Context: an optimization exercise on an open-source flow, tuned for small area. The choices shown serve that exercise and are no tape-out recipe. The RTL was checked by simulation tests, not by an equivalence proof against the original design. Power figures rest on the tool's default switching activity, not on a simulated workload.

sierra:
==> flow/design.v <==
`timescale 1ns/1ps
module cpu_top (
	input  logic clk,
	input  logic reset,
	output logic [31:0] mem_addr,
	output logic [7:0] mem_wdata,
	output logic mem_read,
	output logic mem_write,
	input  logic [7:0] mem_rdata,
	input  logic mem_ready,
	output logic [31:0] debug
);
	localparam logic [2:0] S_INIT = 3'd0;   
	localparam logic [2:0] S_FETCH = 3'd1;  
	localparam logic [2:0] S_WX = 3'd2;     
	localparam logic [2:0] S_EXEC = 3'd3;   
	localparam logic [2:0] S_ADDR = 3'd4;   
	localparam logic [2:0] S_MEM = 3'd5;    
	localparam logic [2:0] S_WW = 3'd6;     
	localparam logic [2:0] S_WB = 3'd7;     
	logic [2:0] state;
	logic [4:0] ph;
	logic [4:0] cnt;   
	logic rdy_q;
	logic [31:0] ir;
	logic [31:0] mar;
	logic [31:0] t;
	logic [31:0] p;
	logic [31:0] d;
	logic [4:0] flags;
	logic cy;
	logic zacc;
	logic last;
	wire [6:0] op = ir[6:0];
	wire [4:0] oc = ir[11:7];
	wire [4:0] oa = ir[16:12];
	wire [14:0] ob = ir[31:17];
	wire op_mov = op == 7'h00;
	wire op_ldl = op == 7'h01;
	wire op_ldh = op == 7'h02;
	wire op_add = op == 7'h10;
	wire op_sub = op == 7'h11;
	wire op_or = op == 7'h12;
	wire op_and = op == 7'h13;
	wire op_addi = op == 7'h18;
	wire op_ori = op == 7'h1A;
	wire op_andi = op == 7'h1B;
	wire op_rsbi = op == 7'h1C;
	wire op_stb = op == 7'h20;
	wire op_sth = op == 7'h21;
	wire op_stw = op == 7'h22;
	wire op_ldbu = op == 7'h23;
	wire op_ldbs = op == 7'h24;
	wire op_ldhu = op == 7'h25;
	wire op_ldhs = op == 7'h26;
	wire op_ldw = op == 7'h27;
	wire op_cmp = op == 7'h30;
	wire op_cmpi = op == 7'h31;
	wire op_br = op == 7'h32;
	wire is_store = op_stb | op_sth | op_stw;
	wire is_load = op_ldbu | op_ldbs | op_ldhu | op_ldhs | op_ldw;
	wire is_mem = is_store | is_load;
	wire is_alu_wr = op_mov | op_ldl | op_ldh | op_add | op_sub | op_or | op_and |
		op_addi | op_ori | op_andi | op_rsbi;
	wire is_cmp = op_cmp | op_cmpi;
	wire taken = op_br && (flags & oa) != 5'd0;
	wire needs_exec = is_alu_wr | is_cmp | taken;
	wire [1:0] lastbeat = (op_stb | op_ldbu | op_ldbs) ? 2'd0 :
		(op_sth | op_ldhu | op_ldhs) ? 2'd1 : 2'd3;
	wire [31:0] rbits;
	assign rbits[0] = d[ph];
	wire wr_en;
	wire [4:0] wr_idx;
	wire wbit;
	genvar gi;
	generate
		for (gi = 1; gi < 32; gi++) begin : g_reg
			logic [31:0] r;
			always_ff @(posedge clk) begin
				r <= {(wr_en && wr_idx == 5'(gi)) ? wbit : r[0], r[31:1]};
			end
			assign rbits[gi] = r[0];
		end
	endgenerate
	wire [4:0] idx2 = (is_mem | op_ldh) ? oc : ob[4:0];
	wire a_bit = rbits[oa];
	wire p2_bit = rbits[idx2];
	wire [15:0] i16 = {oa[0], ob};
	wire imm16 = i16[ph[3:0]];
	wire lo15 = ph < 5'd15;
	wire lo16 = ~ph[4];
	wire imm_s = lo15 ? imm16 : ob[14];
	wire imm_z = lo15 & imm16;
	wire use_reg_b = op_add | op_sub | op_or | op_and | op_cmp;
	wire use_z = op_ori | op_andi;
	wire yraw = use_reg_b ? p2_bit : (use_z ? imm_z : imm_s);
	wire xraw = is_mem ? p2_bit : (op_br ? mar[0] : a_bit);
	wire inv_x = op_rsbi;
	wire inv_y = op_sub | op_cmp | op_cmpi;
	wire x = xraw ^ inv_x;
	wire y = yraw ^ inv_y;
	wire ci = (ph == 5'd0) ? (inv_x | inv_y) : cy;
	wire sum = x ^ y ^ ci;
	wire co = (x & y) | (ci & (x ^ y));
	logic res;
	always_comb begin
		if (op_mov) res = a_bit;
		else if (op_ldl) res = lo16 & imm16;
		else if (op_ldh) res = lo16 ? p2_bit : imm16;
		else if (op_or | op_ori) res = a_bit | yraw;
		else if (op_and | op_andi) res = a_bit & yraw;
		else res = sum;
	end
	wire zin = (ph == 5'd0) | zacc;
	wire f_eq = zin & ~sum;
	wire f_ltu = ~co;
	wire f_gtu = co & ~f_eq;
	wire f_lts = sum ^ ci ^ co;
	wire f_gts = ~f_lts & ~f_eq;
	wire in_range = (lastbeat == 2'd3) | (lastbeat == 2'd1 & ~ph[4]) | (lastbeat == 2'd0 & ph[4:3] == 2'd0);
	wire tpos = (lastbeat == 2'd0) ? t[24] : (lastbeat == 2'd1) ? t[16] : t[0];
	wire ld_bit = in_range ? tpos : ((op_ldbs | op_ldhs) & last);
	assign wbit = (state == S_WB) ? ld_bit : res;
	assign wr_en = (state == S_EXEC && is_alu_wr) || (state == S_WB && is_load);
	assign wr_idx = is_load ? oa : oc;
	wire mem_slot = state == S_MEM && cnt[2:0] == 3'd0;
	wire strobe = rdy_q && (state == S_FETCH || mem_slot);
	wire mem_shift = state == S_MEM && (cnt[2:0] != 3'd0 || rdy_q);
	wire rot = state == S_INIT || state == S_EXEC || state == S_ADDR || state == S_WB;
	wire tin = (state == S_MEM) ? mem_rdata[cnt[2:0]] : (state == S_ADDR) ? a_bit : wbit;
	wire mar_shift = state == S_INIT || state == S_ADDR || state == S_WB || (state == S_EXEC && op_br);
	wire mar_in = (state == S_INIT) ? (ph == 5'd21) : (state == S_WB) ? p[0] : sum;
	assign mem_read = rdy_q && (state == S_FETCH || (mem_slot && is_load));
	assign mem_write = rdy_q && mem_slot && is_store;
	assign mem_addr = mar;
	assign mem_wdata = t[7:0];
	assign debug = d;
	always_ff @(posedge clk or posedge reset) begin
		if (reset) begin
			state <= S_INIT;
			ph <= 5'd0;
		end else begin
			ph <= ph + 5'd1;
			case (state)
				S_INIT: if (ph == 5'd31) state <= S_FETCH;
				S_FETCH: if (rdy_q && cnt[4:3] == 2'd3) state <= S_WX;
				S_WX: begin
					if (is_mem) begin
						if (ph == 5'd31) state <= S_ADDR;
					end else if (!needs_exec) begin
						state <= S_FETCH;
					end else if (ph == 5'd31) begin
						state <= S_EXEC;
					end
				end
				S_EXEC: if (ph == 5'd31) state <= S_FETCH;
				S_ADDR: if (ph == 5'd31) state <= S_MEM;
				S_MEM: if (cnt[2:0] == 3'd7 && cnt[4:3] == lastbeat) state <= S_WW;
				S_WW: if (ph == 5'd31) state <= S_WB;
				default: if (ph == 5'd31) state <= S_FETCH;
			endcase
		end
	end
	always_ff @(posedge clk) begin
		rdy_q <= mem_ready;
		cy <= co;
		zacc <= f_eq;
		last <= ld_bit;
		p <= {(state == S_ADDR) ? mar[0] : p[0], p[31:1]};
		if (rot) cnt <= 5'd0;
		else if (state == S_FETCH && rdy_q) cnt <= cnt + 5'd8;
		else if (mem_shift) cnt <= cnt + 5'd1;
		if (state == S_FETCH && rdy_q) ir <= {mem_rdata, ir[31:8]};
		if (mar_shift) mar <= {mar_in, mar[31:1]};
		else if (strobe) mar <= mar + 32'd1;
		if (rot || mem_shift) t <= {tin, t[31:1]};
		if (wr_en && wr_idx == 5'd0 && ph == 5'd31) d <= {tin, t[31:1]};
		if (state == S_INIT) flags <= 5'd0;
		else if (state == S_EXEC && is_cmp && ph == 5'd31) flags <= {f_eq, f_gtu, f_ltu, f_gts, f_lts};
	end
endmodule
make LEC_CHECK=0 CAP_MARGIN=20 CORE_MARGIN=2 CORE_UTILIZATION=40 SLEW_MARGIN=20 finish   # period 9.0 ns
run.sh (not shown) runs the stock make flow with config.mk's settings and CLKGATE_MAP_FILE= SYNTH_SCRIPT=/design/flow/synth_recipe.tcl, a recipe that flattens the netlist after the stock synthesis.
sierra: all stages complete, timing, DRC and antenna checks passed
Inputs modified between sierra and zinc:
- CTS_CLUSTER_SIZE newly set to 30
- CTS_CLUSTER_DIAMETER newly set to 100
- CTS_BUF_LIST newly set to sky130_fd_sc_hd__clkbuf_16
--- outcome ---
zinc: all stages complete, timing, DRC and antenna checks passed. Changes observed in zinc relative to sierra: final routed wire length divided by cell count held steady; area overhead of the layout relative to synthesis shrank by 7.8 points; final non-filler cell total shrank by 4.4%. Critical-path cell with the highest stage delay: sky130_fd_sc_hd__edfxtp_1 -> zinc, sky130_fd_sc_hd__a2111oi_0 -> sierra. Relative to sierra, the flip-flop and latch share of the layout cell area of zinc is higher by 5.1 points. Delta (zinc minus sierra): part of the power in combinational logic picked up an extra 1.7 points, number of clock-tree buffers in the layout dropped 100.

## static timing again, ports no longer ideal
No port has a modelled driver above. Below, the same layouts with a new extraction and two added sets of constraints. Step 1 (the two cells are an assumption about what drives the block):
set clk [get_ports {clk}]
set_driving_cell -lib_cell sky130_fd_sc_hd__clkbuf_16 $clk
set_driving_cell -lib_cell sky130_fd_sc_hd__buf_2 [delete_from_list [all_inputs] $clk]
Step 2 moves the port delays by t, midway between the first and last clock arrival at a register: inputs arrive t later, outputs are due t later. That takes back most of the time a late clock gives input paths. Three values: ideal ports, drivers, drivers and shift; two values: the first two.
run | t (ns) | setup slack, ns | worst hold slack (ns) | worst setup path at the end | worst data-port slew with drivers (ns)
sierra | 0.701 | 2.806 / 2.806 / 2.806 | 0.276 / 0.276 / 0.276 | register to register | 0.06
zinc | 0.673 | 2.978 / 2.978 / 2.978 | 0.309 / 0.309 / 0.309 | register to register | 0.06
After both steps setup and hold are still met in every run listed.
